From an optimization exercise on the open Yosys and OpenROAD flow, aimed at small area, a short achievable clock period and few clock cycles per item; shortcuts taken in it are not production practice.
Only simulation tests tie the RTL to the original design; equivalence was not proved.
Power is estimated from default activity; no workload was simulated.

Design script_token_lexer_top, start of the top module:
module script_token_lexer_top #(
	parameter int TEXT_MAX = stl_pkg::TEXT_MAX_DEF
) (
	input  logic              clk,
	input  logic              arst_n,
	input  logic              in_valid,
	output logic              in_stall,
	input  logic [8:0]        in_item,
	output logic              out_valid,
	input  logic              out_stall,
	output logic [92:0]       out_item,
	input  logic              cfg_valid,
	output logic              cfg_ready,
	input  logic              cfg_data
);
Settings: LEC_CHECK=0, CAP_MARGIN=20, CORE_MARGIN=2, CORE_UTILIZATION=65, CTS_BUF_LIST=sky130_fd_sc_hd__clkbuf_4 sky130_fd_sc_hd__clkbuf_8, CTS_CLUSTER_DIAMETER=100, CTS_CLUSTER_SIZE=30, SETUP_SLACK_MARGIN=2.0, SLEW_MARGIN=20; clock period 5.0 ns.
standard.sh (not shown) runs the stock make flow with config.mk's settings and CLKGATE_MAP_FILE= SYNTH_SCRIPT=/design/flow/synth_recipe.tcl, a recipe that flattens the netlist after the stock synthesis.
==> flow/flow/run.sh <==
#!/bin/bash
# Layout flow: the standard flow, with the port buffers that placement
# inserts made plain buffers (sky130_fd_sc_hd__buf_1) instead of the
# delay cells buffer_ports picks by default. Everything else is the
# standard flow (standard.sh), synthesis included.
set -e
cp standard.sh standard_sh_copy.txt
export BUFFER_PORTS_ARGS="-buffer_cell sky130_fd_sc_hd__buf_1"
bash standard.sh > standard.log 2>&1
The starting point completed without violations.
Testbench counts at the start, summed over its fixed seeds: cycles 44,563, items 44,472.
Change:
==> flow/flow/run.sh (replaced) <==
#!/bin/bash
# Layout flow: the standard flow (standard.sh, synthesis included) with
# two changes to how the layout is built:
# - the port buffers that placement inserts are plain buffers
#   (sky130_fd_sc_hd__buf_1) instead of the delay cells buffer_ports
#   picks by default;
# - clock tree synthesis uses clkbuf_8 buffers and no dummy loads.
set -e
cp standard.sh standard_sh_copy.txt
export BUFFER_PORTS_ARGS="-buffer_cell sky130_fd_sc_hd__buf_1"
export CTS_ARGS="-sink_clustering_enable -repair_clock_nets -sink_clustering_size 30 -sink_clustering_max_diameter 100 -buf_list sky130_fd_sc_hd__clkbuf_8 -dont_use_dummy_load"
bash standard.sh > standard.log 2>&1
Settings changed: CTS_BUF_LIST sky130_fd_sc_hd__clkbuf_4 sky130_fd_sc_hd__clkbuf_8 to unset, CTS_CLUSTER_DIAMETER 100 to unset, CTS_CLUSTER_SIZE 30 to unset, SETUP_SLACK_MARGIN 2.0 to 2.3.
Core utilization grows by 5.3 points.
Combinational power climbs by about a fifth.
Design area rises by a little under a tenth.
Wire length rose by roughly a tenth.
Register-to-register slack improves by 0.02 ns.
Via count is higher by a little under a tenth.
Die area stays the same.
Fmax climbs slightly.
Sequential share of layout area drops by 2.3 points.
Change:
Settings changed: SETUP_SLACK_MARGIN 2.3 to 2.0.
Outcome:
- register-to-register slack got worse by 0.02 ns
- count of clock-buffer cells in the layout stays the same
- utilization drops by 6.4 points
- sequential power climbs by a few percent
- die area does not change
- non-clock buffer count drops by 62
- cell area drops by a little under a tenth
- sequential share of layout area climbs by 2.8 points
- clock skew drops by 0.0044 ns

script_token_lexer_top, a different RTL version from the one above (not shown whole).
Size: ~160 flip-flops, about 110 I/O pins, about 11000 µm² of cells after synthesis.
clock: 5.0 ns
lec_check: 0
cap_margin: 20
core_margin: 2
core_utilization: 65
cts_buf_list: sky130_fd_sc_hd__clkbuf_4 sky130_fd_sc_hd__clkbuf_8
setup_slack_margin: 1.5
slew_margin: 20
==> flow/flow/run.sh <==
#!/bin/bash
# Layout flow: the standard flow, with the port buffers that placement
# inserts made plain buffers (sky130_fd_sc_hd__buf_2) instead of the
# delay cells buffer_ports picks by default. Everything else is the
# standard flow (standard.sh), synthesis included.
set -e
cp standard.sh standard_sh_copy.txt
export BUFFER_PORTS_ARGS="-buffer_cell sky130_fd_sc_hd__buf_2"
bash standard.sh > standard.log 2>&1
Testbench counts at the start, summed over its fixed seeds: cycles 44,563, items 44,472.
Rerun with:
==> flow/run.sh (new file) <==
#!/bin/bash
# synth_recipe.tcl (not shown) runs the flow's synth.tcl, then flattens the netlist and writes it again
# the make line also repeats each setting of config.mk as NAME=value (left out here)
make -C /OpenROAD-flow-scripts/flow DESIGN_CONFIG=/design/flow/config.mk WORK_HOME=/design/flow/orfs CLKGATE_MAP_FILE= SYNTH_SCRIPT=/design/flow/synth_recipe.tcl finish
--- a/flow/config.mk
+++ b/flow/config.mk
@@ -7,2 +7,3 @@
 export LEC_CHECK = 0
+export ABC_CLOCK_PERIOD_IN_PS = 2000
 export CAP_MARGIN = 20
removed: flow/flow/run.sh
removed: flow/standard.sh
What happened:
- sequential cell count is unchanged
- die area is unchanged
- final area climbs by a few percent
Rerun with:
--- a/flow/config.mk
+++ b/flow/config.mk
@@ -7,3 +7,2 @@
 export LEC_CHECK = 0
-export ABC_CLOCK_PERIOD_IN_PS = 2000
 export CAP_MARGIN = 20
@@ -12,3 +11,2 @@
 export CTS_BUF_LIST = sky130_fd_sc_hd__clkbuf_4 sky130_fd_sc_hd__clkbuf_8
-export SETUP_SLACK_MARGIN = 1.5
 export SLEW_MARGIN = 20
What happened: The changed run finished clean. Count of clock-buffer cells in the layout goes down by 3. Design area goes down slightly. Final cell count goes down slightly. Sequential power barely changes. Critical path depth goes up by 2.
Rerun with:
==> flow/flow/run.sh (new file) <==
#!/bin/bash
# Layout flow: the standard flow, with the port buffers that placement
# inserts made plain buffers (sky130_fd_sc_hd__buf_2) instead of the
# delay cells buffer_ports picks by default. Everything else is the
# standard flow (standard.sh), synthesis included.
set -e
cp standard.sh standard_sh_copy.txt
export BUFFER_PORTS_ARGS="-buffer_cell sky130_fd_sc_hd__buf_2"
bash standard.sh > standard.log 2>&1
==> flow/standard.sh (new file) <==
#!/bin/bash
# synth_recipe.tcl (not shown) runs the flow's synth.tcl, then flattens the netlist and writes it again
# the make line also repeats each setting of config.mk as NAME=value (left out here)
make -C /OpenROAD-flow-scripts/flow DESIGN_CONFIG=/design/flow/config.mk WORK_HOME=/design/flow/orfs CLKGATE_MAP_FILE= SYNTH_SCRIPT=/design/flow/synth_recipe.tcl "${@:-finish}"
--- a/flow/config.mk
+++ b/flow/config.mk
@@ -11,2 +11,3 @@
 export CTS_BUF_LIST = sky130_fd_sc_hd__clkbuf_4 sky130_fd_sc_hd__clkbuf_8
+export SETUP_SLACK_MARGIN = 2.5
 export SLEW_MARGIN = 20
removed: flow/run.sh
What happened:
- The changed run completed with no timing, DRC or antenna violations
- via count goes up by 19%
- power came out higher by 29%
- cell area came out higher by 17%
- worst hold slack improved by 0.013 ns
Rerun with:
==> flow/flow/run.sh (replaced) <==
#!/bin/bash
# Layout flow: the standard flow, with the port buffers that placement
# inserts made plain buffers (sky130_fd_sc_hd__buf_1) instead of the
# delay cells buffer_ports picks by default. Everything else is the
# standard flow (standard.sh), synthesis included.
set -e
cp standard.sh standard_sh_copy.txt
export BUFFER_PORTS_ARGS="-buffer_cell sky130_fd_sc_hd__buf_1"
bash standard.sh > standard.log 2>&1
--- a/flow/config.mk
+++ b/flow/config.mk
@@ -11,3 +11,5 @@
 export CTS_BUF_LIST = sky130_fd_sc_hd__clkbuf_4 sky130_fd_sc_hd__clkbuf_8
-export SETUP_SLACK_MARGIN = 2.5
+export CTS_CLUSTER_DIAMETER = 100
+export CTS_CLUSTER_SIZE = 30
+export SETUP_SLACK_MARGIN = 1.6
 export SLEW_MARGIN = 20
What happened: Clock skew is higher by 0.0060 ns; sequential share of layout area grows by 6.4 points; setup slack gets better by 0.061 ns; non-clock buffer count falls by 147; area after synthesis does not change; via count decreases by 16%.
Rerun with:
==> flow/flow/run.sh (replaced) <==
#!/bin/bash
# Layout flow: the standard flow, with the port buffers that placement
# inserts made plain buffers (sky130_fd_sc_hd__buf_2) instead of the
# delay cells buffer_ports picks by default. Everything else is the
# standard flow (standard.sh), synthesis included.
set -e
cp standard.sh standard_sh_copy.txt
export BUFFER_PORTS_ARGS="-buffer_cell sky130_fd_sc_hd__buf_2"
bash standard.sh > standard.log 2>&1
--- a/flow/config.mk
+++ b/flow/config.mk
@@ -11,5 +11,2 @@
 export CTS_BUF_LIST = sky130_fd_sc_hd__clkbuf_4 sky130_fd_sc_hd__clkbuf_8
-export CTS_CLUSTER_DIAMETER = 100
-export CTS_CLUSTER_SIZE = 30
-export SETUP_SLACK_MARGIN = 1.6
 export SLEW_MARGIN = 20
Routed wire length decreases slightly; via count went down slightly; combinational power shrinks slightly; count of clock-buffer cells in the layout stays the same; worst hold slack got worse by 0.010 ns; final area shrinks slightly; non-clock buffer count shrinks by 13.

## what the ideal ports hide
In the flow no input, the clock included, has a driving cell. The finished layouts below were timed again as built, in two steps.
Step 1, drivers: a clkbuf_16 drives clk and a buf_2 each remaining input, both assumed.
Step 2 times the ports against the registers' clock, not the clock port: input delays grow and output delays shrink by t, the midpoint of the rising clock arrivals with the driver on.
Slacks: ideal ports / drivers / drivers and shift; pairs: ideal ports / drivers.
run	t (ns)	setup slack, ns	worst hold slack (ns)	worst setup path after step 2
the first run of note 1	0.508	1.936 / 1.936 / 1.879	0.457 / 0.457 / 0.457	input to register
the second run of note 1	0.497	1.961 / 1.961 / 1.939	0.462 / 0.462 / 0.462	input to register
the third run of note 1	0.489	1.940 / 1.940 / 1.812	0.454 / 0.454 / 0.454	input to register
the first run of note 2	0.503	1.620 / 1.620 / 1.620	0.496 / 0.496 / 0.496	register to register
the second run of note 2	0.504	1.516 / 1.516 / 1.488	0.471 / 0.471 / 0.471	input to register
the third run of note 2	0.518	1.111 / 1.111 / 1.111	0.483 / 0.483 / 0.483	register to register
the fourth run of note 2	0.534	1.595 / 1.595 / 1.595	0.496 / 0.496 / 0.496	register to register
the fifth run of note 2	0.515	1.656 / 1.656 / 1.656	0.486 / 0.486 / 0.486	register to register
the sixth run of note 2	0.504	1.213 / 1.213 / 1.213	0.475 / 0.475 / 0.475	register to register
After both steps setup and hold are still met in every run listed. For the third run of note 1, which loses most, drivers alone change the setup slack by 0.000 ns; drivers and shift together by -0.128 ns.
